Context: an optimization exercise on an open-source flow, tuned for small area and a short achievable clock period. The choices shown serve that exercise and are no tape-out recipe.
Where RTL was checked, it was by simulation tests only, not by an equivalence proof against the original.
Function not checked in runs 1 to 4: the RTL went through the layout flow alone.
Power figures rest on the tool's default switching activity, not on a simulated workload.

==> design.v <==
module fault_mem_cfg #(
  parameter int DATA_WIDTH = 8,
  parameter int ADDR_WIDTH = 4,
  parameter int CAPACITY   = 16,
  parameter int NUM_FAULTS = 4,
  parameter int IDX_WIDTH  = 2,
  parameter int BIT_WIDTH  = 3
) (
  input  logic                  clk,
  input  logic                  rst,
  input  logic                  write_read,
  input  logic [ADDR_WIDTH-1:0] address,
  input  logic [DATA_WIDTH-1:0] wdata,
  output logic [DATA_WIDTH-1:0] rdata,
  input  logic                  cfg_we,
  input  logic [IDX_WIDTH-1:0]  cfg_idx,
  input  logic [2:0]            cfg_type,
  input  logic [ADDR_WIDTH-1:0] cfg_vaddr,
  input  logic [BIT_WIDTH-1:0]  cfg_vbit,
  input  logic [ADDR_WIDTH-1:0] cfg_aaddr,
  input  logic [BIT_WIDTH-1:0]  cfg_abit,
  output logic                  fault_hit
);
  localparam int NF = 4;
  localparam int NW = 16;
  localparam int DW = 8;
  logic [NF-1:0][2:0] type_q;
  logic [NF-1:0][3:0] vaddr_q;
  logic [NF-1:0][2:0] vbit_q;
  logic [NF-1:0][3:0] aaddr_q;
  logic [NF-1:0][2:0] abit_q;
  logic       ld_q;
  logic [1:0] ldi_q;
  logic [NF-1:0] cvv_q, cup_q, cdn_q, cag_q;
  logic [NF-1:0] cvv_d, cup_d, cdn_d, cag_d;
  logic [NW-1:0][DW-1:0] mem_q;
  logic [NW-1:0][DW-1:0] mem_d;
  logic [NW-1:0][DW-1:0] golden_q;
  logic [NW-1:0][DW-1:0] golden_d;
  logic [DW-1:0] wdata1_q;
  logic [DW-1:0] rdata1_q;
  logic [DW-1:0] rdata1_d;
  logic [DW-1:0] rdata_q;
  logic          fault_hit_q;
  logic          fault_hit_d;
  assign rdata     = rdata_q;
  assign fault_hit = fault_hit_q;
  logic [NF-1:0] vv, up, dn, ag;
  always_comb begin
    logic [3:0]    lv, la;
    logic [2:0]    lb, lab;
    logic [NW-1:0] lcv, lca;
    logic          lvv, lup, ldn, lag;
    lv  = vaddr_q[ldi_q];
    lb  = vbit_q[ldi_q];
    la  = aaddr_q[ldi_q];
    lab = abit_q[ldi_q];
    for (int w = 0; w < NW; w++) begin
      lcv[w] = mem_q[w][lb];
      lca[w] = mem_q[w][lab];
    end
    lvv = lcv[lv];
    lup = lcv[lv + 4'd1];
    ldn = lcv[lv - 4'd1];
    lag = lca[la];
    for (int i = 0; i < NF; i++) begin
      if (ld_q && (ldi_q == 2'(i))) begin
        vv[i] = lvv; up[i] = lup; dn[i] = ldn; ag[i] = lag;
      end else begin
        vv[i] = cvv_q[i]; up[i] = cup_q[i]; dn[i] = cdn_q[i]; ag[i] = cag_q[i];
      end
    end
  end
  logic [NF-1:0][NW-1:0] vw1h;    
  logic [NF-1:0][DW-1:0] vb1h;    
  logic [NF-1:0][3:0]    nu, nd;  
  logic [NF-1:0]         wdv;     
  logic [NF-1:0]         wda;     
  logic [NF-1:0][NF-1:0] same;    
  logic [NF-1:0][NF-1:0] rup;     
  logic [NF-1:0][NF-1:0] rdn;     
  logic [NF-1:0][NF-1:0] rag;     
  logic [NF-1:0]         d;       
  logic [NF-1:0]         sa_on;   
  logic [NF-1:0]         sa_val;  
  logic [NF-1:0]         tog;     
  logic [NF-1:0]         cfs;     
  logic [NF-1:0]         hcf;     
  logic [NF-1:0]         e;       
  always_comb begin
    for (int i = 0; i < NF; i++) begin
      for (int w = 0; w < NW; w++) vw1h[i][w] = (vaddr_q[i] == 4'(w));
      for (int b = 0; b < DW; b++) vb1h[i][b] = (vbit_q[i] == 3'(b));
      nu[i]  = vaddr_q[i] + 4'd1;
      nd[i]  = vaddr_q[i] - 4'd1;
      wdv[i] = wdata1_q[vbit_q[i]];
      wda[i] = wdata1_q[abit_q[i]];
    end
    for (int i = 0; i < NF; i++) begin
      for (int j = 0; j < NF; j++) begin
        same[i][j] = (vaddr_q[j] == vaddr_q[i]) && (vbit_q[j] == vbit_q[i]);
        rup[i][j]  = (vaddr_q[j] == nu[i]) && (vbit_q[j] == vbit_q[i]);
        rdn[i][j]  = (vaddr_q[j] == nd[i]) && (vbit_q[j] == vbit_q[i]);
        rag[i][j]  = (vaddr_q[j] == aaddr_q[i]) && (vbit_q[j] == abit_q[i]);
      end
    end
    for (int i = 0; i < NF; i++) begin
      logic v;
      v         = wdv[i];
      sa_on[i]  = 1'b0;
      sa_val[i] = 1'b0;
      for (int j = 0; j < NF; j++) begin
        if (same[i][j]) begin
          case (type_q[j])
            3'd1: begin v = 1'b0; sa_on[i] = 1'b1; sa_val[i] = 1'b0; end
            3'd2: begin v = 1'b1; sa_on[i] = 1'b1; sa_val[i] = 1'b1; end
            3'd3: if (!vv[j] && wdv[i]) v = 1'b0;
            3'd4: if (vv[j] && !wdv[i]) v = 1'b1;
            3'd7: if (up[j] && !dn[j]) v = 1'b0;
            default: ;
          endcase
        end
      end
      d[i]   = v ^ wdv[i];
      tog[i] = (type_q[i] == 3'd5) || (wda[i] ^ vv[i]);
      cfs[i] = ((type_q[i] == 3'd5) || (type_q[i] == 3'd6)) &&
               (aaddr_q[i] != vaddr_q[i]) && (ag[i] ^ wda[i]);
      hcf[i] = cfs[i] && tog[i];
    end
    for (int i = 0; i < NF; i++) begin
      e[i] = hcf[i];
      for (int j = i + 1; j < NF; j++)
        if (same[i][j] && cfs[j] && (aaddr_q[j] == aaddr_q[i])) e[i] = 1'b0;
    end
  end
  logic          wr_op;
  logic          rd_op;
  logic [NW-1:0] wsel;
  logic [DW-1:0] r0;
  logic [DW-1:0] ga;
  logic [NF-1:0] vm, am, um, dm;
  logic [NF-1:0] etog;
  logic [DW-1:0] corr;
  logic [DW-1:0] ovr;
  logic [DW-1:0] setb;
  logic [DW-1:0] rd_eff;
  logic [DW-1:0] wr_eff;
  logic          wr_hit;
  logic          rd_hit;
  always_comb begin
    wr_op = write_read && !rst;
    rd_op = !write_read && !rst;
    for (int w = 0; w < NW; w++) wsel[w] = (address == 4'(w));
    r0 = mem_q[address];
    ga = golden_q[address];
    for (int i = 0; i < NF; i++) begin
      vm[i]   = (vaddr_q[i] == address);
      am[i]   = (aaddr_q[i] == address);
      um[i]   = (nu[i] == address);
      dm[i]   = (nd[i] == address);
      etog[i] = wr_op && am[i] && e[i];
    end
    for (int b = 0; b < DW; b++) begin
      corr[b] = 1'b0;
      ovr[b]  = 1'b0;
      setb[b] = 1'b0;
      for (int i = 0; i < NF; i++) begin
        corr[b] = corr[b] | (vm[i] & vb1h[i][b] & d[i]);
        ovr[b]  = ovr[b]  | (vm[i] & vb1h[i][b] & sa_on[i]);
        setb[b] = setb[b] | (vm[i] & vb1h[i][b] & sa_on[i] & sa_val[i]);
      end
    end
    wr_eff = wdata1_q ^ corr;
    rd_eff = (r0 & ~ovr) | setb;
    wr_hit = |(vm & d) || |(am & hcf);
    rd_hit = |(rd_eff ^ ga);
    for (int w = 0; w < NW; w++) begin
      for (int b = 0; b < DW; b++) begin
        logic t;
        t = 1'b0;
        for (int i = 0; i < NF; i++) t = t | (vw1h[i][w] & vb1h[i][b] & etog[i]);
        mem_d[w][b] = (wr_op && wsel[w]) ? wr_eff[b] : (mem_q[w][b] ^ t);
      end
      golden_d[w] = (wr_op && wsel[w]) ? wdata1_q : golden_q[w];
    end
    for (int i = 0; i < NF; i++) begin
      logic tv, tu, tn, ta, cu, cn, ca;
      tv = 1'b0; tu = 1'b0; tn = 1'b0; ta = 1'b0;
      cu = 1'b0; cn = 1'b0; ca = 1'b0;
      for (int j = 0; j < NF; j++) begin
        tv = tv | (same[i][j] & etog[j]);
        tu = tu | (rup[i][j] & etog[j]);
        tn = tn | (rdn[i][j] & etog[j]);
        ta = ta | (rag[i][j] & etog[j]);
        cu = cu | (rup[i][j] & d[j]);
        cn = cn | (rdn[i][j] & d[j]);
        ca = ca | (rag[i][j] & d[j]);
      end
      cvv_d[i] = (wr_op && vm[i]) ? (wdv[i] ^ d[i]) : (vv[i] ^ tv);
      cup_d[i] = (wr_op && um[i]) ? (wdv[i] ^ cu)   : (up[i] ^ tu);
      cdn_d[i] = (wr_op && dm[i]) ? (wdv[i] ^ cn)   : (dn[i] ^ tn);
      cag_d[i] = (wr_op && am[i]) ? (wda[i] ^ ca)   : (ag[i] ^ ta);
    end
    rdata1_d    = rd_op ? rd_eff : rdata1_q;
    fault_hit_d = wr_op ? wr_hit : (rd_op && rd_hit);
  end
  always_ff @(posedge clk) begin
    if (rst) begin
      wdata1_q    <= '0;
      rdata1_q    <= '0;
      rdata_q     <= '0;
      fault_hit_q <= 1'b0;
      type_q      <= '0;
      ld_q        <= 1'b0;
    end else begin
      wdata1_q    <= wdata;
      rdata1_q    <= rdata1_d;
      rdata_q     <= rdata1_q;
      fault_hit_q <= fault_hit_d;
      ld_q        <= cfg_we;
      if (cfg_we) begin
        type_q[cfg_idx]  <= cfg_type;
        vaddr_q[cfg_idx] <= cfg_vaddr;
        vbit_q[cfg_idx]  <= cfg_vbit;
        aaddr_q[cfg_idx] <= cfg_aaddr;
        abit_q[cfg_idx]  <= cfg_abit;
      end
    end
  end
  always_ff @(posedge clk) begin
    mem_q    <= mem_d;
    golden_q <= golden_d;
    ldi_q    <= cfg_idx;
    cvv_q    <= cvv_d;
    cup_q    <= cup_d;
    cdn_q    <= cdn_d;
    cag_q    <= cag_d;
  end
endmodule
==> run.sh <==
#!/bin/bash
# synth_recipe.tcl (not shown) runs the flow's synth.tcl, then flattens the netlist and writes it again
# the make line also repeats each setting of config.mk as NAME=value (left out here)
make -C /OpenROAD-flow-scripts/flow DESIGN_CONFIG=/design/flow/config.mk WORK_HOME=/design/flow/orfs CLKGATE_MAP_FILE= SYNTH_SCRIPT=/design/flow/synth_recipe.tcl finish
==> config.mk <==
export PLATFORM = sky130hd
export DESIGN_NAME = fault_mem_cfg
export DESIGN_NICKNAME = fault_mem_cfg
export VERILOG_FILES = /design/flow/design.v
export SDC_FILE = /design/flow/constraint.sdc
export NUM_CORES = 4
export LEC_CHECK = 0
export CAP_MARGIN = 20
export CELL_PAD_IN_SITES_DETAIL_PLACEMENT = 2
export CELL_PAD_IN_SITES_GLOBAL_PLACEMENT = 4
export CORE_MARGIN = 2
export CORE_UTILIZATION = 25
export PLACE_DENSITY = 0.35
export SLEW_MARGIN = 20
==> constraint.sdc <==
create_clock -name core_clock -period 24.0 [get_ports {clk}]
set_input_delay 4.8000 -clock core_clock [delete_from_list [all_inputs] [get_ports {clk}]]
set_output_delay 4.8000 -clock core_clock [all_outputs]
set_load 0.01 [all_outputs]
==> out/metrics.yaml, run 1 <==
met2_usage_pct: 53.0
synth_area_leaders: "edfxtp_1 18%, dfxtp_1 12%, mux4_2 10%"
grt_pass1_vias: 30200
synth.distinct_cells: 98
cp_top_family: "simple AND/OR/NAND/NOR gates"
synth_top_family_by_area: "multiplexers"
ant_nets: 0
synth_enable_flop_cells: 184
p_total_mw: 2.21
synth_xor_area_share_pct: 13.8
drcViolationCount: 0
finClkSkew_ns: 0.0501
critPathKind: "flip-flop to flip-flop"
crit_path_start_kind: "flip-flop"
dp_hpwl_um: 141000
worstSetupEndpointType: "flip-flop"
ys_seq_elements: 368
met1_usage_pct: 39.3
crit_path_max_incr_delay_ns: 1.10
wl_per_cell_um: 40.2
setup_tns_ns: 0
met3_usage_pct: 4.03
syn_nets: 3253
cp.required_ns: 24.49
synth_top_cell_by_area: "edfxtp_1"
synth_fa_ha_area_share_pct: 1.08
cts_buffers: 51
setup_viol: 0
cap_viol_max_count: 0
grtUsageTotal_pct: 31.0
cts_setup_buffers: 0
grt_start_max_net_pins: 50
rows: 127
synth_area_um2: 30200
vias: 28500
rsz0062_at_grt: "no"
timing.slew.headroom_pct: 15.5
drive_gt1_share_pct: 14.1
path_cells: "buf_4 > mux4_4 > buf_4 > mux2i_1 > o22ai_1 > nor3_1 > nor4_1 > nand4_1 > nand2_1 > a31oi_1 > nor4_1 > or2_1 > o221a_2 > nand3_2 > o221ai_1 > a221o_2 > mux2i_1"
drt-total-wl_um: 193000
yosys.area.top_type_share_pct: 18.3
die_w_um: 351
cts_sinks: 368
cts_resized: 0
ys_seq_area_share_pct: 30.5
clkTransAtPathRegs_ns: 0.06
area_growth_pct: 14.1
crit_slowest_cell: "mux4_4"
worstMarginPinSlew_ns: 1.27
core-area_um2: 120000
die_area_um2: 123000
finalHoldViolations: 0
synth_compound_area_share_pct: 17.2
firstDrtPassIters: 5
power.density_nw_per_um2: 64.4
fin_crit_sh_pct: 37.1
status: "timing/DRC/antenna clean"
synth-async-reset-ratio_pct: 0
yosysWarnings: 1
fin_crit_ns: 8.90
synth-simple-area-share_pct: 14.2
ys.flop_type: "edfxtp_1"
crit_buf_inv: 2
p_leak_nw: 11.9
antenna_found_initial: 3
cp.arrival_ns: 9.38
peakVddDrop_uv: 59.9
fmax_ghz: 0.112
ctsHoldBuffers: 0
cts_buffer_depth: 3
io_pins: 44
first_iter_violations: 2150
cts_tree: "yes"
yosys-mux-area-fraction_pct: 18.1
clk-insertion-delay-late_ns: 0.68
final_nets: 3199
synth_area_per_cell_um2: 9.45
port_buffers: 43
path_max_fanout: 33
synth.most_common_cell: "xor2_1"
grt_pass1_wl_um: 265000
synth_commonest_cells: "267 x xor2_1, 236 x nand2_1, 209 x xnor2_1, 206 x mux2i_1, 189 x o22ai_1"
hold_class: "flip-flop to flip-flop"
cts.root.buffer_cell: "clkbuf_16"
h-tree-depth: 2
drt-vias-per-instance: 5.94
routabilityCongestion: 0.889
initial_utilization_pct: 25.2
busiest_layer: "met2"
grt_overflow: 0
die_h_um: 351
drv_slew: 0
postSynthCellCount: 3192
==> layer usage <==
metal,vias up,share of wire [%]
met1,15300,42
met2,979,48
li1,11900,-
met4,0,4.5
met5,-,0
met3,309,5.0
==> worst reg2reg max path, stage by stage (launching register included) <==
cell and delay (ns):
dfxtp_1 0.32, buf_4 0.48, mux4_4 1.12, buf_4 0.56, mux2i_1 0.28, o22ai_1 0.79, nor3_1 0.12, nor4_1 0.44
nand4_1 0.42, nand2_1 0.51, a31oi_1 0.20, nor4_1 0.98, or2_1 0.33, o221a_2 0.38, nand3_2 0.34, o221ai_1 0.31
a221o_2 0.93, mux2i_1 0.23
==> placed cells by master, fill, tap and decap left out, drive strengths merged, types with 65 or more instances in the layout <==
cell type,instances
xnor2,209
nor2,177
nor3,65
mux4,137
a221oi,112
o22ai,189
mux2i,217
xor2,267
inv,95
nand2,236
buf,134
o21ai,113
clkbuf,70
edfxtp,184
nand3,100
dfxtp,184
==> logic make-up (layout without fill, tap and decap cells) <==
family                     Yosys count  after routing
AOI/OAI and AO/OA                  717            717
buffers and inverters              377            364
DFF                                368            368
muxes                              359            359
xor gates and xnor gates           476            476
other                                0              6
and+or+nand+nor                    869            869
adders and majority gates           26             26
==> flip-flops by register name, indices dropped and copies added, names as in the netlist <==
signal and count:
ldi_q 2, golden_q 128, cvv_q 4, type_q 12, ld_q 1, cup_q 4
vaddr_q 16, mem_q 128, cag_q 4, cdn_q 4, rdata_q 8, rdata1_q 8
vbit_q 12, aaddr_q 16, wdata1_q 8, fault_hit_q 1, abit_q 12
==> where the power goes <==
group / internal, mW / total [mW] / switching (mW) / leakage [nW]
Sequential: 0.713 / 0.796 / 0.0834 / 3.38
Clock: 0.479 / 0.826 / 0.346 / 0.863
Combinational: 0.211 / 0.592 / 0.381 / 7.70
==> worst paths after layout <==
path | startpoint | end | slack, ns | cells after the start
setup / recovery | ldi_q[0]$_DFF_P_ | mem_q[120]$_DFF_P_ | 15.10 | 17
hold / removal | rdata1_q[1]$_SDFFE_PP0P_ | rdata_q[1]$_SDFF_PP0_ | 0.47 | 1
setup reg to reg | ldi_q[0]$_DFF_P_ | mem_q[120]$_DFF_P_ | 15.10 | 17
hold reg to reg | rdata1_q[1]$_SDFFE_PP0P_ | rdata_q[1]$_SDFF_PP0_ | 0.47 | 1
==> layout make-up <==
type                            count  area [um2]
Fill cell                       13400       85400
Timing Repair Buffer              172        1430
Sequential cell                   368        9210
Clock buffer                       70        1450
Tap cell                         1612        2020
Inverter                           98         368
Clock inverter                     24         328
Multi-Input combinational cell   2447       19600
Antenna cell                        6        15.0
==> through the flow <==
stage / utilization, % / area, um2 / hold slack (ns) / instances / worst slack, ns
floorplan: - / 30200 / 0.438 / 3192 / 15.32
global placement: 27.1 / 32500 / 0.469 / 4692 / 14.43
detailed placement: 27.2 / 32600 / 0.464 / 4695 / 14.49
CTS: 28.7 / 34400 / 0.473 / 4789 / 15.20
global route: 28.7 / 34400 / 0.491 / 4791 / 14.91
finish: 28.7 / 34400 / 0.473 / 4797 / 15.10
==> run 2, diff against run 1 <==
--- a/design.v
+++ b/design.v
@@ -31,6 +31,8 @@
   logic [NF-1:0][2:0] abit_q;
   logic       ld_q;
   logic [1:0] ldi_q;
+  logic [3:0] ld_vaddr_q, ld_aaddr_q;
+  logic [2:0] ld_vbit_q, ld_abit_q;
   logic [NF-1:0] cvv_q, cup_q, cdn_q, cag_q;
   logic [NF-1:0] cvv_d, cup_d, cdn_d, cag_d;
   logic [NW-1:0][DW-1:0] mem_q;
@@ -41,28 +43,34 @@
   logic [DW-1:0] rdata1_q;
   logic [DW-1:0] rdata1_d;
   logic [DW-1:0] rdata_q;
-  logic          fault_hit_q;
-  logic          fault_hit_d;
+  logic          fhw_q;           
+  logic          fhw_d;
+  logic [DW-1:0] fhr_q;           
+  logic [DW-1:0] fhr_d;
   assign rdata     = rdata_q;
-  assign fault_hit = fault_hit_q;
+  assign fault_hit = fhw_q | (|fhr_q);
   logic [NF-1:0] vv, up, dn, ag;
   always_comb begin
-    logic [3:0]    lv, la;
-    logic [2:0]    lb, lab;
+    logic [NW-1:0] lv1h, la1h;
+    logic [DW-1:0] lb1h, lab1h;
     logic [NW-1:0] lcv, lca;
     logic          lvv, lup, ldn, lag;
-    lv  = vaddr_q[ldi_q];
-    lb  = vbit_q[ldi_q];
-    la  = aaddr_q[ldi_q];
-    lab = abit_q[ldi_q];
     for (int w = 0; w < NW; w++) begin
-      lcv[w] = mem_q[w][lb];
-      lca[w] = mem_q[w][lab];
-    end
-    lvv = lcv[lv];
-    lup = lcv[lv + 4'd1];
-    ldn = lcv[lv - 4'd1];
-    lag = lca[la];
+      lv1h[w] = (ld_vaddr_q == 4'(w));
+      la1h[w] = (ld_aaddr_q == 4'(w));
+    end
+    for (int b = 0; b < DW; b++) begin
+      lb1h[b]  = (ld_vbit_q == 3'(b));
+      lab1h[b] = (ld_abit_q == 3'(b));
+    end
+    for (int w = 0; w < NW; w++) begin
+      lcv[w] = |(mem_q[w] & lb1h);
+      lca[w] = |(mem_q[w] & lab1h);
+    end
+    lvv = |(lcv & lv1h);
+    lup = |(lcv & {lv1h[NW-2:0], lv1h[NW-1]});
+    ldn = |(lcv & {lv1h[0], lv1h[NW-1:1]});
+    lag = |(lca & la1h);
     for (int i = 0; i < NF; i++) begin
       if (ld_q && (ldi_q == 2'(i))) begin
         vv[i] = lvv; up[i] = lup; dn[i] = ldn; ag[i] = lag;
@@ -73,13 +81,16 @@
   end
   logic [NF-1:0][NW-1:0] vw1h;    
   logic [NF-1:0][DW-1:0] vb1h;    
+  logic [NF-1:0][DW-1:0] ab1h;    
   logic [NF-1:0][3:0]    nu, nd;  
   logic [NF-1:0]         wdv;     
   logic [NF-1:0]         wda;     
+  logic [NF-1:0][NF-1:0] beq;     
   logic [NF-1:0][NF-1:0] same;    
   logic [NF-1:0][NF-1:0] rup;     
   logic [NF-1:0][NF-1:0] rdn;     
   logic [NF-1:0][NF-1:0] rag;     
+  logic [NF-1:0][NF-1:0] aeq;     
   logic [NF-1:0]         d;       
   logic [NF-1:0]         sa_on;   
   logic [NF-1:0]         sa_val;  
@@ -93,15 +104,30 @@
       for (int b = 0; b < DW; b++) vb1h[i][b] = (vbit_q[i] == 3'(b));
       nu[i]  = vaddr_q[i] + 4'd1;
       nd[i]  = vaddr_q[i] - 4'd1;
-      wdv[i] = wdata1_q[vbit_q[i]];
-      wda[i] = wdata1_q[abit_q[i]];
+      for (int b = 0; b < DW; b++) ab1h[i][b] = (abit_q[i] == 3'(b));
+      wdv[i] = |(wdata1_q & vb1h[i]);
+      wda[i] = |(wdata1_q & ab1h[i]);
+    end
+    for (int i = 0; i < NF; i++) begin
+      beq[i][i]  = 1'b1;
+      same[i][i] = 1'b1;
+      rup[i][i]  = 1'b0;
+      rdn[i][i]  = 1'b0;
+      for (int j = i + 1; j < NF; j++) begin
+        beq[i][j]  = (vbit_q[j] == vbit_q[i]);
+        beq[j][i]  = beq[i][j];
+        same[i][j] = (vaddr_q[j] == vaddr_q[i]) && beq[i][j];
+        same[j][i] = same[i][j];
+        aeq[i][j]  = (aaddr_q[j] == aaddr_q[i]);
+      end
     end
     for (int i = 0; i < NF; i++) begin
       for (int j = 0; j < NF; j++) begin
-        same[i][j] = (vaddr_q[j] == vaddr_q[i]) && (vbit_q[j] == vbit_q[i]);
-        rup[i][j]  = (vaddr_q[j] == nu[i]) && (vbit_q[j] == vbit_q[i]);
-        rdn[i][j]  = (vaddr_q[j] == nd[i]) && (vbit_q[j] == vbit_q[i]);
-        rag[i][j]  = (vaddr_q[j] == aaddr_q[i]) && (vbit_q[j] == abit_q[i]);
+        if (j != i) begin
+          rup[i][j] = (vaddr_q[j] == nu[i]) && beq[i][j];
+          rdn[j][i] = rup[i][j];
+        end
+        rag[i][j] = (vaddr_q[j] == aaddr_q[i]) && (vbit_q[j] == abit_q[i]);
       end
     end
     for (int i = 0; i < NF; i++) begin
@@ -124,13 +150,13 @@
       d[i]   = v ^ wdv[i];
       tog[i] = (type_q[i] == 3'd5) || (wda[i] ^ vv[i]);
       cfs[i] = ((type_q[i] == 3'd5) || (type_q[i] == 3'd6)) &&
-               (aaddr_q[i] != vaddr_q[i]) && (ag[i] ^ wda[i]);
+               !(vaddr_q[i] == aaddr_q[i]) && (ag[i] ^ wda[i]);
       hcf[i] = cfs[i] && tog[i];
     end
     for (int i = 0; i < NF; i++) begin
       e[i] = hcf[i];
       for (int j = i + 1; j < NF; j++)
-        if (same[i][j] && cfs[j] && (aaddr_q[j] == aaddr_q[i])) e[i] = 1'b0;
+        if (same[i][j] && cfs[j] && aeq[i][j]) e[i] = 1'b0;
     end
   end
   logic          wr_op;
@@ -146,13 +172,18 @@
   logic [DW-1:0] rd_eff;
   logic [DW-1:0] wr_eff;
   logic          wr_hit;
-  logic          rd_hit;
   always_comb begin
     wr_op = write_read && !rst;
     rd_op = !write_read && !rst;
     for (int w = 0; w < NW; w++) wsel[w] = (address == 4'(w));
-    r0 = mem_q[address];
-    ga = golden_q[address];
+    for (int b = 0; b < DW; b++) begin
+      r0[b] = 1'b0;
+      ga[b] = 1'b0;
+      for (int w = 0; w < NW; w++) begin
+        r0[b] = r0[b] | (wsel[w] & mem_q[w][b]);
+        ga[b] = ga[b] | (wsel[w] & golden_q[w][b]);
+      end
+    end
     for (int i = 0; i < NF; i++) begin
       vm[i]   = (vaddr_q[i] == address);
       am[i]   = (aaddr_q[i] == address);
@@ -173,7 +204,6 @@
     wr_eff = wdata1_q ^ corr;
     rd_eff = (r0 & ~ovr) | setb;
     wr_hit = |(vm & d) || |(am & hcf);
-    rd_hit = |(rd_eff ^ ga);
     for (int w = 0; w < NW; w++) begin
       for (int b = 0; b < DW; b++) begin
         logic t;
@@ -202,21 +232,24 @@
       cag_d[i] = (wr_op && am[i]) ? (wda[i] ^ ca)   : (ag[i] ^ ta);
     end
     rdata1_d    = rd_op ? rd_eff : rdata1_q;
-    fault_hit_d = wr_op ? wr_hit : (rd_op && rd_hit);
+    fhw_d = wr_op && wr_hit;
+    fhr_d = rd_op ? (rd_eff ^ ga) : '0;
   end
   always_ff @(posedge clk) begin
     if (rst) begin
       wdata1_q    <= '0;
       rdata1_q    <= '0;
       rdata_q     <= '0;
-      fault_hit_q <= 1'b0;
+      fhw_q       <= 1'b0;
+      fhr_q       <= '0;
       type_q      <= '0;
       ld_q        <= 1'b0;
     end else begin
       wdata1_q    <= wdata;
       rdata1_q    <= rdata1_d;
       rdata_q     <= rdata1_q;
-      fault_hit_q <= fault_hit_d;
+      fhw_q       <= fhw_d;
+      fhr_q       <= fhr_d;
       ld_q        <= cfg_we;
       if (cfg_we) begin
         type_q[cfg_idx]  <= cfg_type;
@@ -230,7 +263,11 @@
   always_ff @(posedge clk) begin
     mem_q    <= mem_d;
     golden_q <= golden_d;
-    ldi_q    <= cfg_idx;
+    ldi_q      <= cfg_idx;
+    ld_vaddr_q <= cfg_vaddr;
+    ld_vbit_q  <= cfg_vbit;
+    ld_aaddr_q <= cfg_aaddr;
+    ld_abit_q  <= cfg_abit;
     cvv_q    <= cvv_d;
     cup_q    <= cup_d;
     cdn_q    <= cdn_d;
==> out/metrics.yaml, run 2 <==
status: "timing/DRC/antenna clean"
fin_ws_ns: 15.05
ys_seq_elements: 390
port_buffers: 43
core-area_um2: 118000
finalHoldViolations: 0
synth_area_um2: 29600
grt_pass1_wl_um: 271000
synth.most_common_cell: "nand2_1"
crit_path_start_kind: "input pin"
ys_seq_area_share_pct: 32.7
worstSetupEndpointType: "flip-flop"
setup_tns_ns: 0
largestRegisters: "golden_q x128, mem_q x128"
fin_crit_sh_pct: 37.3
synth-async-reset-ratio_pct: 0
antenna_found_initial: 9
p_leak_nw: 11.9
worstMarginPinSlew_ns: 1.25
routabilityCongestion: 0.930
drcViolationCount: 0
ant_nets: 0
rows: 126
worst_hold_slack_ns: 0.453
grt_pass1_vias: 30800
clkTransAtPathRegs_ns: 0.06
die_area_um2: 121000
vias: 29500
die_h_um: 348
final_common_cell: "nand2_1"
synth_commonest_cells: "256 x nand2_1, 248 x xor2_1, 206 x dfxtp_1, 193 x clkbuf_1, 184 x edfxtp_1"
dp_hpwl_um: 146000
syn_nets: 3347
synth_area_leaders: "edfxtp_1 19%, dfxtp_1 14%, xor2_1 7.3%"
cp.arrival_ns: 9.46
die_w_um: 348
final_nets: 3286
yosys.area.top_type_share_pct: 18.7
synth_area_per_cell_um2: 8.99
cp.required_ns: 24.51
grt_start_max_net_pins: 57
rsz0062_at_grt: "no"
place_ws_ns: 14.41
synth_enable_flop_cells: 184
peakVddDrop_uv: 68.5
path_max_fanout: 15
fmax_ghz: 0.112
yosysWarnings: 1
clk-insertion-delay-late_ns: 0.70
power.density_nw_per_um2: 63.4
drive_gt1_share_pct: 11.2
io_pins: 44
drv_slew: 0
grt_overflow: 0
synth.distinct_cells: 103
timing.slew.headroom_pct: 16.3
cts_buffers: 53
finClkSkew_ns: 0.0615
ys.flop_type: "dfxtp_1"
cts_buffer_depth: 3
hold_class: "flip-flop to flip-flop"
area_growth_pct: 13.7
cts_resized: 0
fin_crit_ns: 8.95
ctsHoldBuffers: 0
critPathKind: "input pin to flip-flop"
grtUsageTotal_pct: 32.3
cts_setup_buffers: 0
cts_sinks: 390
cap_viol_max_count: 0
drt-vias-per-instance: 6.14
postSynthCellCount: 3288
setup_viol: 0
initial_utilization_pct: 25.1
firstDrtPassIters: 5
cts_tree: "yes"
synth_top_cell_by_area: "edfxtp_1"
h-tree-depth: 2
layout_common_cells: "256 x nand2_1, 248 x xor2_1, 201 x dfxtp_1"
cts.root.buffer_cell: "clkbuf_16"
first_iter_violations: 2518
wl_per_cell_um: 41.6
drt-total-wl_um: 200000
[run 2: logic make-up (layout without fill, tap and decap cells)]
family                     after synthesis  after routing  share of synthesized area, %
AOI/OAI and AO/OA                      862            862                          21.4
and+or+nand+nor                        960            960                          17.0
buffers and inverters                  392            372                          5.57
muxes                                  234            234                          9.48
xor gates and xnor gates               426            426                          12.8
adders and majority gates               24             24                          1.02
other                                    0              3                             0
DFF                                    390            390                          32.7
[run 2: layout make-up]
type	instances	area, um2
antenna	3	7.51
clock inverter	22	210
multi-input combinational	2506	18500
sequential	390	9660
fill	13200	84000
inverter	98	368
clock buffer	74	1490
timing repair buffer	178	1440
tap	1536	1920
[run 2: critical path, stage by stage]
cell             delay [ns]
clkdlybuf4s50_1        0.92
xor2_1                 0.37
nor4_1                 0.55
nand2_1                0.18
or4_2                  0.92
nor4_4                 0.88
buf_4                  0.39
a221oi_1               0.14
xor2_1                 0.18
mux2i_1                0.09
[run 2: stage by stage]
stage          instance area [um2]  util [%]  power [mW]  std cells
6_report                     33600      28.6        2.13       4807
5_1_grt                      33600      28.6        2.20       4804
4_1_cts                      33600      28.6        2.15       4804
3_5_place_dp                 31900      27.1        1.33       4708
3_3_place_gp                 31900      27.1        1.32       4708
2_1_floorplan                29600         -        1.09       3288
[run 2: where the power goes]
group	switching [mW]	internal, mW	total (mW)
combinational	0.301	0.158	0.459
clock	0.362	0.446	0.808
sequential	0.111	0.752	0.863
total	0.774	1.36	2.13
[run 2: final timing paths]
kind | depth (start not counted) | end | start | slack [ns]
max | 10 | mem_q[56]$_DFF_P_ | address[2] | 15.05
min | 2 | rdata1_q[4]$_SDFFE_PP0P_ | rdata1_q[4]$_SDFFE_PP0P_ | 0.45
max reg2reg | 14 | mem_q[83]$_DFF_P_ | ld_vbit_q[1]$_DFF_P_ | 16.05
min reg2reg | 2 | rdata1_q[4]$_SDFFE_PP0P_ | rdata1_q[4]$_SDFFE_PP0P_ | 0.45
[run 2: per-layer routing]
metal | part of all wire (%) | vias to the layer above | GRT usage (%)
li1 | - | 12300 | -
met1 | 42 | 15700 | 40.7
met2 | 48 | 1103 | 54.6
met3 | 4.5 | 376 | 3.39
met4 | 5.9 | 6 | 16.6
met5 | 0.019 | - | 0
==> run 3, diff against run 2 <==
==> config.mk (replaced) <==
export PLATFORM = sky130hd
export DESIGN_NAME = fault_mem_cfg
export DESIGN_NICKNAME = fault_mem_cfg
export VERILOG_FILES = /design/flow/design.v
export SDC_FILE = /design/flow/constraint.sdc
export NUM_CORES = 4
export LEC_CHECK = 0
export CAP_MARGIN = 20
export CELL_PAD_IN_SITES_DETAIL_PLACEMENT = 0
export CELL_PAD_IN_SITES_GLOBAL_PLACEMENT = 1
export CORE_MARGIN = 2
export CORE_UTILIZATION = 50
export PLACE_DENSITY = 0.65
export SLEW_MARGIN = 20
==> out/metrics.yaml, run 3 <==
status: "timing/DRC/antenna clean"
synth.distinct_cells: 103
grt_pass1_vias: 28100
fin_ws_ns: 15.19
postSynthCellCount: 3288
rsz0062_at_grt: "no"
die_area_um2: 61100
die_h_um: 247
final_nets: 3223
layout_common_cells: "255 x nand2_1, 248 x xor2_1, 198 x dfxtp_1"
crit_path_max_incr_delay_ns: 0.95
ys_seq_area_share_pct: 32.7
r2r-end: "mem_q[13]$_DFF_P_"
power.density_nw_per_um2: 61.9
p_leak_nw: 11.5
grt_overflow: 0
drt-vias-per-instance: 7.54
postLayoutCoreUtil_pct: 54.5
min-delay-start: "rdata1_q[4]$_SDFFE_PP0P_"
core-area_um2: 58700
worstRegToRegCells: 14
synth_area_leaders: "edfxtp_1 19%, dfxtp_1 14%, xor2_1 7.3%"
cts_sinks: 390
synth_top_cell_by_area: "edfxtp_1"
vias: 30000
peakVddDrop_uv: 60.6
clkTransAtPathRegs_ns: 0.06
cap_viol_max_count: 0
nFillCells: 5272
wl_per_cell_um: 36.3
fmax_ghz: 0.113
timing.slew.headroom_pct: 13.1
cts_resized: 0
pwr-share-clk_pct: 35.4
worst_hold_slack_ns: 0.453
worst_hold_path.num_cells: 2
worstSetupEndpointType: "flip-flop"
place_ws_ns: 14.64
cts_buffer_depth: 3
ant_nets: 0
syn_nets: 3347
reg2reg_setup_slack_ns: 16.89
finalHoldViolations: 0
worstMarginPinSlew_ns: 1.30
synth-async-reset-ratio_pct: 0
finClkSkew_ns: 0.0335
clk-insertion-delay-late_ns: 0.63
synth_enable_flop_cells: 184
fin_crit_sh_pct: 36.7
firstDrtPassIters: 9
reg2reg_from: "ld_vbit_q[2]$_DFF_P_"
first_iter_violations: 5350
drive_gt1_share_pct: 9.47
drv_slew: 0
p_sw_mw: 0.689
synth_commonest_cells: "256 x nand2_1, 248 x xor2_1, 206 x dfxtp_1, 193 x clkbuf_1, 184 x edfxtp_1"
hold_class: "flip-flop to flip-flop"
routabilityCongestion: 1.10
fin_crit_ns: 8.82
ctsHoldBuffers: 0
ys.flop_type: "dfxtp_1"
grtUsageTotal_pct: 46.5
synth_area_per_cell_um2: 8.99
internal_power_mw: 1.29
die_w_um: 247
synth.most_common_cell: "nand2_1"
power_frac_seq_pct: 43.7
cts.root.buffer_cell: "clkbuf_16"
path_max_fanout: 16
yosys.area.top_type_share_pct: 18.7
initial_utilization_pct: 50.4
io_pins: 44
switching_share_pct: 34.7
final_common_cell: "nand2_1"
drcViolationCount: 0
setup_viol: 0
cp.arrival_ns: 9.29
critPathKind: "input pin to flip-flop"
cp.required_ns: 24.47
path_cells: "clkdlybuf4s50_1 > xor2_1 > nor4_1 > nand2_1 > a211oi_1 > buf_4 > nand3_1 > o22ai_1 > a221oi_1 > xor2_1 > mux2i_1"
h-tree-depth: 2
cts_tree: "yes"
grt_start_max_net_pins: 57
rows: 89
setup.worst_path.start: "address[0]"
crit_slowest_cell: "nand3_1"
cts_setup_buffers: 0
largestRegisters: "golden_q x128, mem_q x128"
port_buffers: 43
ys_seq_elements: 390
dp_hpwl_um: 102000
drt-total-wl_um: 144000
antenna_found_initial: 9
crit_path_start_kind: "input pin"
grt_pass1_wl_um: 204000
crit_top_cell: "xor2_1"
cts_buffers: 45
synth_area_um2: 29600
area_growth_pct: 8.27
yosysWarnings: 1
combPwrFrac_pct: 20.9
setup_tns_ns: 0
min_to: "rdata1_q[4]$_SDFFE_PP0P_"
==> run 3: cell families after synthesis <==
logic type | Yosys count | synth area share (%)
multiplexers | 234 | 9.48
AND/OR/NAND/NOR | 960 | 17.0
flip-flops | 390 | 32.7
adder cells (fa/ha/maj) | 24 | 1.02
buffers and inverters | 392 | 5.57
AO/OA/AOI/OAI | 862 | 21.4
XOR/XNOR | 426 | 12.8
==> run 3: power by group through the flow <==
stage	combinational, mW	clock, mW	sequential, mW
after global routing	0.433	0.726	0.864
after detailed placement	0.394	0	0.868
after floorplan	0.282	0	0.803
final	0.414	0.702	0.866
after CTS	0.395	0.702	0.854
after global placement	0.385	0	0.867
==> run 3: cell type report <==
class                      count  area [um2]  area share (%)
antenna                        7        17.5          0.0547
clock buffer                  59        1260            3.94
clock inverter                22         213           0.665
inverter                      98         368            1.15
multi-input combinational   2506       18500            57.7
sequential                   390        9660            30.2
tap                          773         967            3.02
timing repair buffer         123        1050            3.29
==> run 3: worst max-delay path by stage <==
stage	end	cells past startpoint	slack, ns
final	mem_q[0]$_DFF_P_	11	15.19
after global routing	mem_q[12]$_DFF_P_	13	15.03
after CTS	mem_q[112]$_DFF_P_	13	15.27
after detailed placement	mem_q[112]$_DFF_P_	13	14.64
after global placement	mem_q[96]$_DFF_P_	13	14.89
after floorplan	aaddr_q[0]$_DFFE_PP_	2	15.93
==> run 3: metal layers <==
layer	global-route usage, %	up-vias	part of all wire, %
li1	-	12200	-
met1	56.3	14400	35
met2	68.1	2626	42
met3	15.9	748	14
met4	34.4	8	9.5
met5	0.572	-	0.050
==> run 3: metrics by stage <==
stage	power (mW)	cell area, um2	cells
3_3_place_gp	1.25	30400	3887
6_report	1.98	32000	3978
2_1_floorplan	1.09	29600	3288
4_1_cts	1.95	31900	3969
5_1_grt	2.02	32000	3972
3_5_place_dp	1.26	30400	3888
==> run 3: critical path, delay by kind of cell <==
family	cells	cell delay (ns)
xor+xnor	2	0.52
simple gates	3	1.83
mux	1	0.08
compound gates	3	0.95
buf+inv	2	1.09
==> run 4, diff against run 3 <==
==> flow/run.sh (new file) <==
#!/bin/bash
# Standard ORFS layout; repair_timing aims for a larger setup slack than the
# default so that paths far shorter than the clock period are still tightened.
set -euo pipefail
bash standard.sh SETUP_SLACK_MARGIN=17 finish > standard_flow.log 2>&1
==> standard.sh (new file) <==
#!/bin/bash
# synth_recipe.tcl (not shown) runs the flow's synth.tcl, then flattens the netlist and writes it again
# the make line also repeats each setting of config.mk as NAME=value (left out here)
make -C /OpenROAD-flow-scripts/flow DESIGN_CONFIG=/design/flow/config.mk WORK_HOME=/design/flow/orfs CLKGATE_MAP_FILE= SYNTH_SCRIPT=/design/flow/synth_recipe.tcl "${@:-finish}"
==> config.mk (replaced) <==
export PLATFORM = sky130hd
export DESIGN_NAME = fault_mem_cfg
export DESIGN_NICKNAME = fault_mem_cfg
export VERILOG_FILES = /design/flow/design.v
export SDC_FILE = /design/flow/constraint.sdc
export NUM_CORES = 4
export LEC_CHECK = 0
export CAP_MARGIN = 20
export CELL_PAD_IN_SITES_DETAIL_PLACEMENT = 2
export CELL_PAD_IN_SITES_GLOBAL_PLACEMENT = 4
export CORE_MARGIN = 2
export CORE_UTILIZATION = 25
export PLACE_DENSITY = 0.35
export SLEW_MARGIN = 20
removed: run.sh
==> out/metrics.yaml, run 4 <==
status: "timing/DRC/antenna clean"
antenna_found_initial: 9
cts.root.buffer_cell: "clkbuf_16"
ys.flop_type: "dfxtp_1"
drcViolationCount: 0
cts_tree: "yes"
nFillCells: 12800
die_h_um: 348
cp.arrival_ns: 7.75
fin_crit_ns: 7.15
grt_start_max_net_pins: 57
io_pins: 44
peakVddDrop_uv: 59.4
clk-insertion-delay-late_ns: 0.70
grt_overflow: 0
synth_fa_ha_area_share_pct: 1.02
drive_gt1_share_pct: 21.2
worstMarginPinSlew_ns: 1.22
path_max_fanout: 5
hold_class: "flip-flop to flip-flop"
setup_viol: 0
critPathKind: "input pin to flip-flop"
area_growth_pct: 26.9
synth-async-reset-ratio_pct: 0
yosysWarnings: 1
synth_enable_flop_cells: 184
yosys.area.top_type_share_pct: 18.7
reg2reg_setup_slack_ns: 17.22
postSynthCellCount: 3288
vias: 30300
finalHoldViolations: 0
crit_path_start_kind: "input pin"
power_frac_seq_pct: 39.2
rows: 126
final_common_cell: "xor2_1"
grtUsageTotal_pct: 33.5
routabilityCongestion: 0.929
cap_viol_max_count: 0
synth.distinct_cells: 103
clkTransAtPathRegs_ns: 0.06
min-delay-start: "rdata1_q[5]$_SDFFE_PP0P_"
ys_seq_elements: 390
synth.most_common_cell: "nand2_1"
drv_slew: 0
synth_top_family_by_area: "compound AO/OA/AOI/OAI gates"
synth_compound_area_share_pct: 21.4
cp.required_ns: 24.60
setup_tns_ns: 0
combPwrFrac_pct: 22.8
die_area_um2: 121000
core-area_um2: 118000
pwr-share-clk_pct: 38.0
wl_per_cell_um: 42.5
worst_hold_path.num_cells: 2
synth-simple-area-share_pct: 17.0
fin_crit_sh_pct: 29.8
die_w_um: 348
final_nets: 3401
synth_top_cell_by_area: "edfxtp_1"
grt_pass1_wl_um: 281000
p_total_mw: 2.23
layout_common_cells: "247 x xor2_1, 245 x nand2_1, 199 x dfxtp_1"
syn_nets: 3347
h-tree-depth: 2
dp_hpwl_um: 146000
power.density_nw_per_um2: 59.4
drt-total-wl_um: 209000
p_sw_mw: 0.815
initial_utilization_pct: 25.1
cts_buffer_depth: 3
synth_area_leaders: "edfxtp_1 19%, dfxtp_1 14%, xor2_1 7.3%"
largestRegisters: "golden_q x128, mem_q x128"
p_leak_nw: 13.5
postLayoutCoreUtil_pct: 31.9
grt_pass1_vias: 31500
cts_buffers: 53
switching_share_pct: 36.6
first_iter_violations: 2840
worstRegToRegCells: 15
worst_hold_slack_ns: 0.463
ys_seq_area_share_pct: 32.7
min_to: "rdata1_q[5]$_SDFFE_PP0P_"
ant_nets: 0
drt-vias-per-instance: 6.14
yosys-mux-area-fraction_pct: 9.48
cts_sinks: 390
synth_commonest_cells: "256 x nand2_1, 248 x xor2_1, 206 x dfxtp_1, 193 x clkbuf_1, 184 x edfxtp_1"
rsz0062_at_grt: "yes"
reg2reg_from: "ld_vbit_q[0]$_DFF_P_"
finClkSkew_ns: 0.0485
synth_xor_area_share_pct: 12.8
internal_power_mw: 1.41
firstDrtPassIters: 8
synth_area_per_cell_um2: 8.99
synth_area_um2: 29600
port_buffers: 43
worstSetupEndpointType: "flip-flop"
timing.slew.headroom_pct: 18.0
r2r-end: "cup_q[1]$_DFF_P_"
fmax_ghz: 0.140
run 4: cell counts after synthesis:
No cell type changed its count.
run 4: worst max-delay path by stage:
stage,slack [ns],end,from,cells past startpoint
2_1_floorplan,16.77,mem_q[107]$_DFF_P_,address[1],12
3_3_place_gp,14.75,mem_q[52]$_DFF_P_,address[3],11
3_5_place_dp,14.67,mem_q[69]$_DFF_P_,address[3],12
4_1_cts,16.92,mem_q[35]$_DFF_P_,address[2],16
5_1_grt,16.89,mem_q[7]$_DFF_P_,address[3],15
6_report,16.85,mem_q[75]$_DFF_P_,address[3],15
run 4: logic make-up (layout without fill, tap and decap cells):
family                     Yosys count  after routing
muxes                              234            234
and+or+nand+nor                    960            960
adders and majority gates           24             24
AOI/OAI and AO/OA                  862            862
DFF                                390            390
buffers and inverters              392            488
other                                0              5
xor gates and xnor gates           426            426
run 4: final cells by class:
class / instances / area [um2] / share of cell area [%]
multi-input cells: 2506 / 20300 / 54.0
flip-flops and latches: 390 / 9660 / 25.8
repair buffers: 293 / 3460 / 9.23
well taps: 1536 / 1920 / 5.13
clock buffers: 74 / 1530 / 4.08
inverters: 98 / 382 / 1.02
clock inverters: 23 / 264 / 0.704
diodes: 5 / 12.5 / 0.0334
run 4: worst max-delay path, stage by stage:
cell and delay [ns]:
buf_12 0.12, buf_12 0.13, buf_6 0.12, xor2_2 0.16, nor4_2 0.24, buf_4 0.18
nand2_4 0.05, or4_4 0.56, buf_6 0.16, buf_12 0.14, buf_4 0.17, nor4_4 0.20
nor4_2 0.08, o21ai_2 0.39, nor3b_2 0.24
run 4: repair_timing:
| action | 4_1_cts | 5_1_grt |
|---|---|---|
| hold buffers | 0 | 0 |
| setup endpoints to repair | 279 | 155 |
| buffers inserted | 61 | 32 |
| pin swaps | 36 | 93 |
| resized for setup | 242 | 171 |
| gates cloned | 15 | 8 |
run 4: power groups by stage:
stage	logic (mW)	clock network (mW)	registers, mW
2_1_floorplan	0.285	0	0.803
3_3_place_gp	0.458	0	0.880
3_5_place_dp	0.467	0	0.880
4_1_cts	0.493	0.869	0.867
5_1_grt	0.531	0.891	0.873
6_report	0.507	0.847	0.873
run 4: layer usage:
layer  wire length [um]  share of wire [%]  track usage [%]  vias to the layer above
met1              86200                 41             42.3                    16000
li1                   -                  -                -                    12600
met2              97700                 47             55.2                     1284
met3              11600                5.5             4.43                      455
met5                 13             0.0062                0                        -
met4              13700                6.5             18.7                        2
run 4: per-stage QoR:
stage / setup slack [ns] / instances / cell area (um2)
after global placement: 14.75 / 4707 / 32000
after CTS: 16.92 / 4880 / 35900
after floorplan: 16.77 / 3288 / 30000
after global routing: 16.89 / 4922 / 37500
after detailed placement: 14.67 / 4707 / 32100
final: 16.85 / 4925 / 37500
==> run 5, diff against run 4 <==
--- a/design.v
+++ b/design.v
@@ -33,6 +33,7 @@
   logic [1:0] ldi_q;
   logic [3:0] ld_vaddr_q, ld_aaddr_q;
   logic [2:0] ld_vbit_q, ld_abit_q;
+  logic [NF-1:0] flip_q, flip_d;
   logic [NF-1:0] cvv_q, cup_q, cdn_q, cag_q;
   logic [NF-1:0] cvv_d, cup_d, cdn_d, cag_d;
   logic [NW-1:0][DW-1:0] mem_q;
@@ -49,36 +50,6 @@
   logic [DW-1:0] fhr_d;
   assign rdata     = rdata_q;
   assign fault_hit = fhw_q | (|fhr_q);
-  logic [NF-1:0] vv, up, dn, ag;
-  always_comb begin
-    logic [NW-1:0] lv1h, la1h;
-    logic [DW-1:0] lb1h, lab1h;
-    logic [NW-1:0] lcv, lca;
-    logic          lvv, lup, ldn, lag;
-    for (int w = 0; w < NW; w++) begin
-      lv1h[w] = (ld_vaddr_q == 4'(w));
-      la1h[w] = (ld_aaddr_q == 4'(w));
-    end
-    for (int b = 0; b < DW; b++) begin
-      lb1h[b]  = (ld_vbit_q == 3'(b));
-      lab1h[b] = (ld_abit_q == 3'(b));
-    end
-    for (int w = 0; w < NW; w++) begin
-      lcv[w] = |(mem_q[w] & lb1h);
-      lca[w] = |(mem_q[w] & lab1h);
-    end
-    lvv = |(lcv & lv1h);
-    lup = |(lcv & {lv1h[NW-2:0], lv1h[NW-1]});
-    ldn = |(lcv & {lv1h[0], lv1h[NW-1:1]});
-    lag = |(lca & la1h);
-    for (int i = 0; i < NF; i++) begin
-      if (ld_q && (ldi_q == 2'(i))) begin
-        vv[i] = lvv; up[i] = lup; dn[i] = ldn; ag[i] = lag;
-      end else begin
-        vv[i] = cvv_q[i]; up[i] = cup_q[i]; dn[i] = cdn_q[i]; ag[i] = cag_q[i];
-      end
-    end
-  end
   logic [NF-1:0][NW-1:0] vw1h;    
   logic [NF-1:0][DW-1:0] vb1h;    
   logic [NF-1:0][DW-1:0] ab1h;    
@@ -130,6 +101,38 @@
         rag[i][j] = (vaddr_q[j] == aaddr_q[i]) && (vbit_q[j] == abit_q[i]);
       end
     end
+  end
+  logic [NF-1:0] vv, up, dn, ag;
+  always_comb begin
+    logic [NW-1:0] lv1h, la1h;
+    logic [DW-1:0] lb1h, lab1h;
+    logic [NW-1:0] lcv, lca;
+    logic          lvv, lup, ldn, lag;
+    for (int w = 0; w < NW; w++) begin
+      lv1h[w] = (ld_vaddr_q == 4'(w));
+      la1h[w] = (ld_aaddr_q == 4'(w));
+    end
+    for (int b = 0; b < DW; b++) begin
+      lb1h[b]  = (ld_vbit_q == 3'(b));
+      lab1h[b] = (ld_abit_q == 3'(b));
+    end
+    for (int w = 0; w < NW; w++) begin
+      lcv[w] = |(mem_q[w] & lb1h);
+      lca[w] = |(mem_q[w] & lab1h);
+    end
+    lvv = |(lcv & lv1h) ^ (^(flip_q & same[ldi_q]));
+    lup = |(lcv & {lv1h[NW-2:0], lv1h[NW-1]}) ^ (^(flip_q & rup[ldi_q]));
+    ldn = |(lcv & {lv1h[0], lv1h[NW-1:1]}) ^ (^(flip_q & rdn[ldi_q]));
+    lag = |(lca & la1h) ^ (^(flip_q & rag[ldi_q]));
+    for (int i = 0; i < NF; i++) begin
+      if (ld_q && (ldi_q == 2'(i))) begin
+        vv[i] = lvv; up[i] = lup; dn[i] = ldn; ag[i] = lag;
+      end else begin
+        vv[i] = cvv_q[i]; up[i] = cup_q[i]; dn[i] = cdn_q[i]; ag[i] = cag_q[i];
+      end
+    end
+  end
+  always_comb begin
     for (int i = 0; i < NF; i++) begin
       logic v;
       v         = wdv[i];
@@ -172,6 +175,11 @@
   logic [DW-1:0] rd_eff;
   logic [DW-1:0] wr_eff;
   logic          wr_hit;
+  logic [DW-1:0] fl;
+  logic [NF-1:0] cs;
+  logic          cflag;
+  logic [NW-1:0] cw;
+  logic [DW-1:0] cb;
   always_comb begin
     wr_op = write_read && !rst;
     rd_op = !write_read && !rst;
@@ -201,15 +209,29 @@
         setb[b] = setb[b] | (vm[i] & vb1h[i][b] & sa_on[i] & sa_val[i]);
       end
     end
+    for (int b = 0; b < DW; b++) begin
+      fl[b] = 1'b0;
+      for (int i = 0; i < NF; i++) fl[b] = fl[b] ^ (vm[i] & vb1h[i][b] & flip_q[i]);
+    end
     wr_eff = wdata1_q ^ corr;
-    rd_eff = (r0 & ~ovr) | setb;
+    rd_eff = ((r0 ^ fl) & ~ovr) | setb;
+    for (int i = 0; i < NF; i++) cs[i] = cfg_we && !rst && (cfg_idx == 2'(i));
+    cflag = |(cs & (flip_q ^ etog));
+    for (int w = 0; w < NW; w++) begin
+      cw[w] = 1'b0;
+      for (int i = 0; i < NF; i++) cw[w] = cw[w] | (cs[i] & vw1h[i][w]);
+      cw[w] = cw[w] & cflag;
+    end
+    for (int b = 0; b < DW; b++) begin
+      cb[b] = 1'b0;
+      for (int i = 0; i < NF; i++) cb[b] = cb[b] | (cs[i] & vb1h[i][b]);
+    end
+    for (int i = 0; i < NF; i++)
+      flip_d[i] = (cs[i] || (wr_op && vm[i])) ? 1'b0 : (flip_q[i] ^ etog[i]);
     wr_hit = |(vm & d) || |(am & hcf);
     for (int w = 0; w < NW; w++) begin
       for (int b = 0; b < DW; b++) begin
-        logic t;
-        t = 1'b0;
-        for (int i = 0; i < NF; i++) t = t | (vw1h[i][w] & vb1h[i][b] & etog[i]);
-        mem_d[w][b] = (wr_op && wsel[w]) ? wr_eff[b] : (mem_q[w][b] ^ t);
+        mem_d[w][b] = (wr_op && wsel[w]) ? wr_eff[b] : (mem_q[w][b] ^ (cw[w] & cb[b]));
       end
       golden_d[w] = (wr_op && wsel[w]) ? wdata1_q : golden_q[w];
     end
@@ -268,6 +290,7 @@
     ld_vbit_q  <= cfg_vbit;
     ld_aaddr_q <= cfg_aaddr;
     ld_abit_q  <= cfg_abit;
+    flip_q   <= flip_d;
     cvv_q    <= cvv_d;
     cup_q    <= cup_d;
     cdn_q    <= cdn_d;
==> out/metrics.yaml, run 5 <==
grt_start_max_net_pins: 53
postLayoutCoreUtil_pct: 33.8
worst_hold_slack_ns: 0.465
first_iter_violations: 3342
grtUsageTotal_pct: 31.4
setup_tns_ns: 0
fin_crit_sh_pct: 30.7
cap_viol_max_count: 0
io_pins: 44
final_nets: 3809
initial_utilization_pct: 25.2
layout.cells.non_filler: 5436
hold_class: "flip-flop to flip-flop"
place_ws_ns: 13.77
ys.flop_type: "dfxtp_1"
yosys.area.top_type_share_pct: 17.8
clk-insertion-delay-late_ns: 0.71
postSynthCellCount: 3578
die_area_um2: 127000
cts.root.buffer_cell: "clkbuf_16"
ys_seq_area_share_pct: 31.3
timing.slew.headroom_pct: 15.0
area_growth_pct: 34.4
multi_input_area_um2: 22700
drt-vias-per-instance: 6.00
rsz0062_at_grt: "yes"
path_max_fanout: 4
largestRegisters: "golden_q x128, mem_q x128"
crit_path_start_kind: "input pin"
die_w_um: 357
cp.required_ns: 24.58
synth_area_um2: 31100
die_h_um: 357
synth_area_leaders: "edfxtp_1 18%, dfxtp_1 14%, xnor2_1 6.8%"
cp.arrival_ns: 7.95
firstDrtPassIters: 8
port_buffers: 43
power.density_nw_per_um2: 52.4
final_common_cell: "nand2_1"
dp_hpwl_um: 140000
rows: 129
syn_nets: 3638
fmax_ghz: 0.136
drt-total-wl_um: 205000
fin_crit_ns: 7.37
placed_cells: 5095
cts_buffer_depth: 3
h-tree-depth: 2
wl_per_cell_um: 37.7
setup_viol: 0
routabilityCongestion: 0.915
yosysWarnings: 1
antenna_found_initial: 11
fin_ws_ns: 16.63
synth_commonest_cells: "373 x nand2_1, 242 x xnor2_1, 220 x a21oi_1, 215 x nor2_1, 210 x dfxtp_1"
cts_buffers: 56
drv_slew: 0
worstSetupEndpointType: "flip-flop"
status: "timing/DRC/antenna clean"
p_leak_nw: 15.0
peakVddDrop_uv: 57.4
grt_pass1_vias: 33700
ff_latch_area_um2: 9730
cts_tree: "yes"
grt_pass1_wl_um: 282000
synth.most_common_cell: "nand2_1"
finalHoldViolations: 0
synth-async-reset-ratio_pct: 0
clkTransAtPathRegs_ns: 0.06
synth_enable_flop_cells: 184
core-area_um2: 123000
synth_top_cell_by_area: "edfxtp_1"
critPathKind: "input pin to flip-flop"
vias: 32600
worstMarginPinSlew_ns: 1.27
nFillCells: 13400
synth_area_per_cell_um2: 8.68
grt_overflow: 0
drcViolationCount: 0
layout_common_cells: "344 x nand2_1, 208 x dfxtp_1, 203 x xnor2_1"
ant_nets: 0
finClkSkew_ns: 0.0548
drive_gt1_share_pct: 27.0
ys_seq_elements: 394
cts_sinks: 394
synth.distinct_cells: 109
[run 5: worst paths after layout]
check        slack, ns               endpoint  cells after the start                     start
max reg2reg      17.02      mem_q[79]$_DFF_P_                     17      vaddr_q[6]$_DFFE_PP_
min               0.46  rdata_q[5]$_SDFF_PP0_                      1  rdata1_q[5]$_SDFFE_PP0P_
min reg2reg       0.46  rdata_q[5]$_SDFF_PP0_                      1  rdata1_q[5]$_SDFFE_PP0P_
max              16.63    fhr_q[2]$_SDFF_PP0_                     18                address[1]
[run 5: cell type report]
type | count | share of cell area [%]
inverter | 104 | 0.971
clock buffer | 74 | 3.69
multi-input combinational | 2795 | 54.5
timing repair buffer | 398 | 11.7
tap | 1637 | 4.90
clock inverter | 32 | 0.938
antenna | 2 | 0.0120
sequential | 394 | 23.3
[run 5: cells by family after synthesis]
logic type      after synthesis  share of synthesized area [%]
flops                       394                           31.3
simple gates               1206                           19.7
fa+ha+maj                    25                           1.01
buf+inv                     392                           5.55
compound gates              918                           21.5
xor+xnor                    435                           12.9
mux                         208                           8.02
[run 5: repair_timing]
action / in CTS / in global routing
pin swaps: 187 / 121
gates cloned: 37 / 2
endpoints found under the hold margin: 0 / 0
resized for setup: 501 / 156
hold buffers: 0 / 0
setup endpoints to repair: 323 / 158
setup buffers: 158 / 36
[run 5: worst max-delay path, cell delays in order]
cell and delay, ns:
buf_8 0.07, buf_12 0.10, buf_12 0.12, buf_6 0.10, nand2b_4 0.20, nor2_4 0.07, buf_6 0.14, buf_6 0.12
a22o_4 0.23, a221oi_4 0.30, nand4_1 0.35, xnor2_2 0.27, xnor2_2 0.24, o32ai_2 0.12, a311oi_2 0.26, buf_4 0.22
xor2_1 0.16, nor2_1 0.06
[run 5: metal layers]
metal  track usage [%]  routed length (um)
met3              3.97               11800
met2              47.4               88000
met1              46.5               98900
met4              8.42                6410
met5                 0                   0
[run 5: power by group]
part / internal, mW / switching, mW
clock: 0.510 / 0.379
combinational: 0.175 / 0.314
sequential: 0.741 / 0.0693
[run 5: stage by stage]
step           total power, mW  cell area, um2
2_1_floorplan             1.04           31800
3_3_place_gp              1.23           33800
3_5_place_dp              1.24           33900
4_1_cts                   2.18           40500
5_1_grt                   2.26           41800
6_report                  2.19           41800
==> run 6, diff against run 5 <==
==> flow/run.sh (replaced) <==
#!/bin/bash
# Layout flow: the standard ORFS flow with two changes.
#  1. Technology mapping uses an area-oriented ABC script (flow/area.abc) in
#     place of ORFS's delay-oriented one. Everything else in synthesis is the
#     standard script, so the registers are the standard synthesis's.
#  2. repair_timing aims for a setup slack of SETUP_MARGIN ns, so paths far
#     shorter than the clock period are still tightened.
set -euo pipefail
SETUP_MARGIN=${SETUP_MARGIN:-17}
here=$(pwd)
rm -rf "$here/orfs_scripts"
cp -r "$FLOW_HOME/scripts" "$here/orfs_scripts"
cp "$here/flow/area.abc" "$here/orfs_scripts/abc_speed.script"
bash standard.sh SCRIPTS_DIR="$here/orfs_scripts" SETUP_SLACK_MARGIN=$SETUP_MARGIN finish > standard_flow.log 2>&1
==> flow/area.abc (new file) <==
strash
&get -n
&dch -f
&nf -R 1000 -p
&put
==> out/metrics.yaml, run 6 <==
status: "timing/DRC/antenna clean"
ant_nets: 0
place_area_um2: 28700
final_common_cell: "nand2_1"
die_h_um: 323
fin_crit_ns: 7.56
place_ws_ns: 14.18
final_nets: 3367
drcViolationCount: 0
grt_overflow: 0
worstSetupEndpointType: "flip-flop"
p_total_mw: 2.18
cp.required_ns: 24.54
synth.most_common_cell: "nand2_1"
grtUsageTotal_pct: 30.0
synth_area_per_cell_um2: 8.72
worst_hold_slack_ns: 0.468
cp_top_family: "compound AO/OA/AOI/OAI gates"
synth-async-reset-ratio_pct: 0
p_leak_nw: 11.5
layout.cells.non_filler: 4720
timing.slew.headroom_pct: 29.3
crit_end: "fhr_q[1]$_SDFF_PP0_"
vias: 26900
synth_commonest_cells: "414 x nand2_1, 269 x nor2_1, 242 x xnor2_1, 242 x xor2_1, 210 x dfxtp_1"
path_cells: "buf_12 > buf_16 > buf_6 > nand2b_4 > buf_4 > nor2_1 > buf_6 > nand2_1 > nand4_1 > a221o_1 > a221o_1 > a221o_1 > a221o_1 > a221oi_4 > xnor2_2 > a32oi_1 > nand2_1 > xor2_1 > nor2_1"
stdcell_area_um2: 34300
clk-insertion-delay-late_ns: 0.69
synth_area_um2: 25500
ys_seq_elements: 394
grt_pass1_vias: 28400
crit_slowest_cell: "a221oi_4"
cap_viol_max_count: 0
rsz0062_at_grt: "yes"
worstRegToRegCells: 25
ys_seq_area_share_pct: 38.2
setup_viol: 0
postSynthCellCount: 2921
cts_tree: "yes"
r2r-end: "mem_q[65]$_DFF_P_"
cts_buffers: 51
yosysWarnings: 1
wl_per_cell_um: 33.6
yosys.area.top_type_share_pct: 21.7
ys.flop_type: "dfxtp_1"
postLayoutCoreUtil_pct: 33.8
ff_latch_area_um2: 9730
io_pins: 44
synth_enable_flop_cells: 184
synth_top_cell_by_area: "edfxtp_1"
core-area_um2: 101000
critPathKind: "input pin to flip-flop"
min-delay-start: "rdata1_q[5]$_SDFFE_PP0P_"
drt-vias-per-instance: 5.70
worstMarginPinSlew_ns: 1.03
fin_ws_ns: 16.44
grt_start_max_net_pins: 38
firstDrtPassIters: 7
reg2reg_setup_slack_ns: 16.97
antenna_found_initial: 3
layout_common_cells: "387 x nand2_1, 230 x xor2_1, 219 x nor2_1, 219 x buf_4, 216 x xnor2_1"
fmax_ghz: 0.132
initial_utilization_pct: 25.1
rows: 117
hold_class: "flip-flop to flip-flop"
synth.distinct_cells: 60
multi_input_area_um2: 17300
reg2reg_from: "aaddr_q[1]$_DFFE_PP_"
placed_cells: 4419
nFillCells: 11200
grt_pass1_wl_um: 223000
synth_area_leaders: "edfxtp_1 22%, dfxtp_1 17%, xnor2_1 8.3%"
crit_cells: 19
setup_tns_ns: 0
port_buffers: 43
drive_gt1_share_pct: 20.1
crit_path_start_kind: "input pin"
h-tree-depth: 2
peakVddDrop_uv: 60.3
cts_buffer_depth: 3
power.density_nw_per_um2: 63.5
finalHoldViolations: 0
area_growth_pct: 34.6
first_iter_violations: 2335
cts_sinks: 394
die_area_um2: 104000
crit_buf_inv: 5
die_w_um: 323
dp_hpwl_um: 111000
setup.worst_path.start: "address[0]"
largestRegisters: "golden_q x128, mem_q x128"
drt-total-wl_um: 158000
ctsHoldBuffers: 0
crit_top_cell: "a221o_1"
clkTransAtPathRegs_ns: 0.06
finClkSkew_ns: 0.0521
drv_slew: 0
cts.root.buffer_cell: "clkbuf_16"
crit_path_max_incr_delay_ns: 0.37
syn_nets: 2981
path_max_fanout: 17
fin_crit_sh_pct: 31.5
routabilityCongestion: 0.856
cp.arrival_ns: 8.11
-- run 6: how the worst min path moves through the flow --
stage                                     to  slack (ns)  depth (start not counted)
CTS                    rdata_q[5]$_SDFF_PP0_        0.47                          1
finish                 rdata_q[5]$_SDFF_PP0_        0.47                          1
global placement    rdata1_q[7]$_SDFFE_PP0P_        0.46                          1
floorplan              rdata_q[0]$_SDFF_PP0_        0.44                          1
detailed placement     rdata_q[7]$_SDFF_PP0_        0.46                          1
global route           rdata_q[5]$_SDFF_PP0_        0.49                          1
-- run 6: kinds of logic after synthesis --
kind of cell | count (synthesis) | share of synthesized area (%)
muxes | 15 | 0.982
DFF | 394 | 38.2
and+or+nand+nor | 1159 | 21.1
xor gates and xnor gates | 484 | 16.6
buffers and inverters | 75 | 1.11
AOI/OAI and AO/OA | 769 | 20.8
adders and majority gates | 25 | 1.23
-- run 6: power breakdown --
part	switching (mW)	internal [mW]	leakage, nW
Clock	0.350	0.492	0.874
Combinational	0.295	0.184	7.03
Sequential	0.0950	0.762	3.60
-- run 6: area by class of cell --
type,instances,share of cell area [%]
diodes,2,0.0146
clock buffers,77,4.39
clock inverters,19,0.901
inverters,75,0.894
multi-input cells,2452,50.5
flip-flops and latches,394,28.4
well taps,1368,4.99
repair buffers,333,9.96
-- run 6: what timing repair did --
| action | CTS | global route |
|---|---|---|
| gates resized for setup | 290 | 155 |
| gates cloned | 8 | 0 |
| setup buffers | 143 | 52 |
| pin swaps | 59 | 71 |
| endpoints found under the setup margin | 280 | 175 |
-- run 6: routing by layer --
layer  share of wire, %  GRT usage (%)  wire (um)
met5                  0              0          0
met4                4.0           11.6       6400
met3                4.5           3.70       7090
met2                 49           51.6      77100
met1                 43           38.1      67800

[separate check: timing with driven ports]
In the flow no input, the clock included, has a driving cell. The finished layouts below were timed again as built, in two steps. Step 1 sets driving cells, clkbuf_16 on the clock port and buf_2 on the other inputs (assumed; they add their load-dependent delay and slew). Step 2 also shifts input and output timing later by t, the mid clock arrival at the registers, as if the neighbouring blocks saw the same clock. a / b / c = ideal ports / drivers / drivers and shift; a / b = the first two.
run | t, ns | slack for setup (ns) | latest minus earliest clock arrival (ns) | pins driven straight from the clock port
run 1 | 0.725 | 15.101 / 15.101 / 14.559 | 0.051 / 0.050 | 1
run 2 | 0.747 | 15.048 / 15.096 / 14.349 | 0.062 / 0.062 | 1
run 3 | 0.679 | 15.185 / 15.226 / 14.547 | 0.034 / 0.033 | 1
run 4 | 0.748 | 16.850 / 16.875 / 16.127 | 0.049 / 0.049 | 1
run 5 | 0.749 | 16.626 / 16.643 / 15.894 | 0.054 / 0.054 | 1
run 6 | 0.737 | 16.437 / 16.450 / 15.713 | 0.055 / 0.054 | 1
After both steps setup and hold are still met in every run listed. The setup slack of run 5, which loses most, moves by +0.017 ns with the drivers and by -0.732 ns with both steps.
